Background: an optimization exercise with open tools, aiming at a short achievable clock period and few clock cycles. Do not read the settings as production practice. Power and IR drop assume default switching activity.

Setup of the reference run:
==> flow/design.v (excerpt) <==
module sxp
(
  input  wire                 clk,
  input  wire                 reset_b,
  input  wire sxp_pkg::inst_t mem_inst,   
  output sxp_pkg::data_t      mem_pc,     
  output logic                spw_we,     
  output sxp_pkg::data_t      spw_addr,
  output sxp_pkg::data_t      spw_data
);
  localparam int N = 4;
  logic              vld_d;
  sxp_pkg::inst_t    ir_d;
  sxp_pkg::rf_addr_t ra_d;
  sxp_pkg::rf_addr_t rb_d;
  sxp_pkg::data_t    pc_d;
  sxp_pkg::data_t    pc1_d;
  sxp_pkg::data_t    predn_d;
  logic              ptaken_d;
  logic [N-1:0]      hit_d;
  sxp_pkg::data_t    qra;
  sxp_pkg::data_t    qrb;
  logic              wec;
  sxp_pkg::rf_addr_t addrc;
  sxp_pkg::data_t    wb_data;
  sxp_pkg::data_t    v_e;
  logic              redir_v;
  logic              redir_seq;
  logic              redir_w;
  sxp_pkg::data_t    seq_pc;
  logic              redir_d;
  sxp_pkg::data_t    tgt_d;
  logic              upd;
  logic              upd_taken;
  sxp_pkg::data_t    upd_pc;
  sxp_pkg::data_t    upd_tgt;
  logic [N-1:0]      upd_hit;
  sxp_fetch #(.N(N)) i_fetch (
    .clk(clk), .reset_b(reset_b), .redir_v(redir_v), .redir_w(redir_w), .v_w(wb_data),
    .redir_seq(redir_seq), .v(v_e),
    .seq_pc(seq_pc), .redir_d(redir_d), .tgt_d(tgt_d), .upd(upd), .upd_taken(upd_taken), .upd_pc(upd_pc), .upd_tgt(upd_tgt),
    .upd_hit(upd_hit), .mem_inst(mem_inst), .mem_pc(mem_pc), .vld_d(vld_d),
    .ir_d(ir_d), .ra_d(ra_d), .rb_d(rb_d), .pc_d(pc_d), .pc1_d(pc1_d),
    .predn_d(predn_d), .ptaken_d(ptaken_d), .hit_d(hit_d)
  );
  sxp_regf i_regf (
    .clk(clk), .reset_b(reset_b), .addra(ra_d), .addrb(rb_d), .addrc(addrc),
    .wec(wec), .dc(wb_data), .qra(qra), .qrb(qrb)
  );
  sxp_execute #(.N(N)) i_execute (
    .clk(clk), .reset_b(reset_b), .vld_d(vld_d), .ir_d(ir_d), .ra_d(ra_d), .rb_d(rb_d),
    .pc_d(pc_d), .pc1_d(pc1_d), .predn_d(predn_d), .ptaken_d(ptaken_d), .hit_d(hit_d),
    .qra(qra), .qrb(qrb), .wec(wec), .addrc(addrc),
    .wb_data(wb_data), .redir_v(redir_v), .redir_w(redir_w), .redir_seq(redir_seq), .seq_pc(seq_pc),
    .redir_d(redir_d), .tgt_d(tgt_d),
    .upd(upd),
  ...
For scale: roughly 6,000 cells after synthesis, ~1,500 flip-flops, roughly 67,000 µm² of cells after synthesis.
Settings: LEC_CHECK=0, ABC_CLOCK_PERIOD_IN_PS=1500, CAP_MARGIN=50, CORE_MARGIN=2, CORE_UTILIZATION=40, SETUP_SLACK_MARGIN=3.8, SLEW_MARGIN=75, TNS_END_PERCENT=20; clock period 7.0 ns.
run.sh (not shown) runs the stock make flow with config.mk's settings and CLKGATE_MAP_FILE= SYNTH_SCRIPT=/design/flow/synth_recipe.tcl, a recipe that flattens the netlist after the stock synthesis.
What the trial run does differently from the reference run at the input level:
--- a/flow/design.v
+++ b/flow/design.v
@@ -35,14 +35,15 @@
 (
   input  wire [7:0]             op1h,    
   input  wire                   res,     
   input  wire [3:0]             flg1h,   
   input  wire sxp_pkg::data_t   a,
   input  wire sxp_pkg::data_t   b,
   input  wire sxp_pkg::data_t   bn,      
+  input  wire sxp_pkg::data_t   as,      
   input  wire [4:0]             shl_n,   
   input  wire [4:0]             shr_n,
   output sxp_pkg::data_t        v
 );
   localparam int MSB = 32 - 1;
   sxp_pkg::data_t       pa;      
   sxp_pkg::data_t       ga;
@@ -66,16 +67,16 @@
   assign ga = a & b;
   assign ps = a ^ bn;
   assign gs = a & bn;
   sxp_carry i_ca (.p(pa), .g(ga), .cin(1'b0), .c(ca));
   sxp_carry i_cs (.p(ps), .g(gs), .cin(1'b1), .c(cs));
   assign sum  = pa ^ ca[MSB:0];
   assign diff = ps ^ cs[MSB:0];
-  assign shl  = a << shl_n;
-  assign shr  = a >> shr_n;
+  assign shl  = as << shl_n;
+  assign shr  = as >> shr_n;
   assign y[MSB-1:0] = ({(32-1){op1h[ALU_ADD]}}   & sum[MSB-1:0])  |
                       ({(32-1){op1h[ALU_SUB]}}   & diff[MSB-1:0]) |
                       ({(32-1){op1h[ALU_AND]}}   & ga[MSB-1:0])   |
                       ({(32-1){op1h[ALU_OR]}}    & (a[MSB-1:0] | b[MSB-1:0])) |
                       ({(32-1){op1h[ALU_XOR]}}   & pa[MSB-1:0])   |
                       ({(32-1){op1h[ALU_SHL]}}   & shl[MSB-1:0])  |
                       ({(32-1){op1h[ALU_SHR]}}   & shr[MSB-1:0])  |
@@ -376,14 +377,15 @@
   logic               cond_e;
   logic               jz_e;
   logic               pr_add_e;     
   sxp_pkg::data_t     a_e;
   sxp_pkg::data_t     b_e;
   sxp_pkg::data_t     b_x;          
   sxp_pkg::data_t     bn_e;         
+  sxp_pkg::data_t     as_e;         
   logic [4:0]         shl_e;        
   logic [4:0]         shr_e;
   sxp_pkg::data_t     pc_e;
   sxp_pkg::data_t     pc1_e;
   sxp_pkg::data_t     predn_e;
   logic               ptaken_e;     
   logic [N-1:0]       hit_e;
@@ -451,27 +453,29 @@
     rd_e     <= ir_d[19:16];
     cond_e   <= ir_d[0] & ~src_cfg[0];   
     jz_e     <= ir_d[1];
     pr_add_e <= (src_cfg == SRC_PR) & op1h_d[ALU_ADD] & ~flag_sel;
     a_e      <= fa ? v : (a_pc ? pc1_d : qa);
     b_e      <= fb ? v : (b_imm ? imm_d : qb);
     bn_e     <= fb ? ~v : (b_imm ? ~imm_d : ~qb);
+    as_e     <= ({32{fa}} & v) | ({32{~fa & a_pc}} & pc1_d) |
+                ({32{~fa & ~a_pc}} & qa);
     b_x      <= ({32{fb}} & v) | ({32{~fb & b_imm}} & imm_d) |
                 ({32{~fb & ~b_imm}} & qb);
     shl_e    <= b_imm ? ir_d[4:0] : (fb ? v[4:0] : qb[4:0]);
     shr_e    <= ({5{fb}} & v[4:0]) | ({5{~fb & b_imm}} & ir_d[4:0]) |
                 ({5{~fb & ~b_imm}} & qb[4:0]);
     pc_e     <= pc_d;
     pc1_e    <= pc1_d;
     predn_e  <= redir_d ? tgt_d : predn_d;
     ptaken_e <= ptaken_d | (imm_jump & (redir_d | tgt_ok));
     hit_e    <= hit_d;
   end
   sxp_alu i_alu (
-    .op1h(op1h_e), .res(res_e), .flg1h(flg1h_e), .a(a_e), .b(b_e), .bn(bn_e), .shl_n(shl_e),
+    .op1h(op1h_e), .res(res_e), .flg1h(flg1h_e), .a(a_e), .b(b_e), .bn(bn_e), .as(as_e), .shl_n(shl_e),
     .shr_n(shr_e), .v(v)
   );
   assign taken_any = vld_e & live_e & (dest_e == DEST_JUMP) & (~cond_e | (b_x[0] ^ jz_e));
   assign we_any    = vld_e & live_e & (dest_e == DEST_REG);
   assign ok_e      = ~redir_w;
   assign taken     = taken_any & ok_e;
   assign we_e      = we_any & ok_e;
Results
- The flip-flop and latch count in the trial run sits 2.2% above the value recorded for the reference run.
- The post-layout instance count excluding filler cells on the trial run is in line with that on the reference run.
- The trial run: clock distribution area overhead in the final layout 0.23 points above the reference run
- [compare] base=the reference run new=the trial run: area of the die increased by 1.1% relative to the old numbers, gate count after technology mapping closely matched the old numbers, design area increased by 1.9% relative to the old numbers, combined area of all synthesized cells increased by 1.1% relative to the old numbers, setup clock skew after layout closely matched the old numbers.
- Against the reference run, the trial run comes in about 4% higher on clock power.
- Re met2 global-route usage: the trial run and the reference run aren't equal, and the lower value belongs to the reference run.
- Static leakage power delta for the trial run relative to the reference run: 2.2% higher
- Re portion of total power attributed to the clock network: the reference run was higher than the trial run.
- The reference run reports its library cell contributing the largest single delay on the critical path as sky130_fd_sc_hd__mux4_2 while the trial run reports sky130_fd_sc_hd__a311o_1.
- The post-detailed-routing wire length of the trial run and that of the reference run are within noise of each other.
- Flip-flop and latch share of the layout cell area in the trial run is 0.16 points below the reference run.
No functional check of the RTL was part of any run of this note.

## re-timing with driven ports
In the flow no input, the clock included, has a driving cell. The finished layouts below were timed again as built, in two steps. Step 1, drivers: a clkbuf_16 drives clk and a buf_2 each remaining input, both assumed. Step 2, shift: input delay + t, output delay - t, t = (earliest + latest rising clock arrival at the registers) / 2. This alone moves slack from input paths to output paths. Three values: ideal ports, drivers, drivers and shift; two values: the first two.
run	t (ns)	setup slack, ns	worst setup path after step 2
the reference run	0.894	3.162 / 3.162 / 3.162	register to register
the trial run	0.889	3.461 / 3.461 / 3.461	register to register
After both steps setup and hold are still met in every run listed.
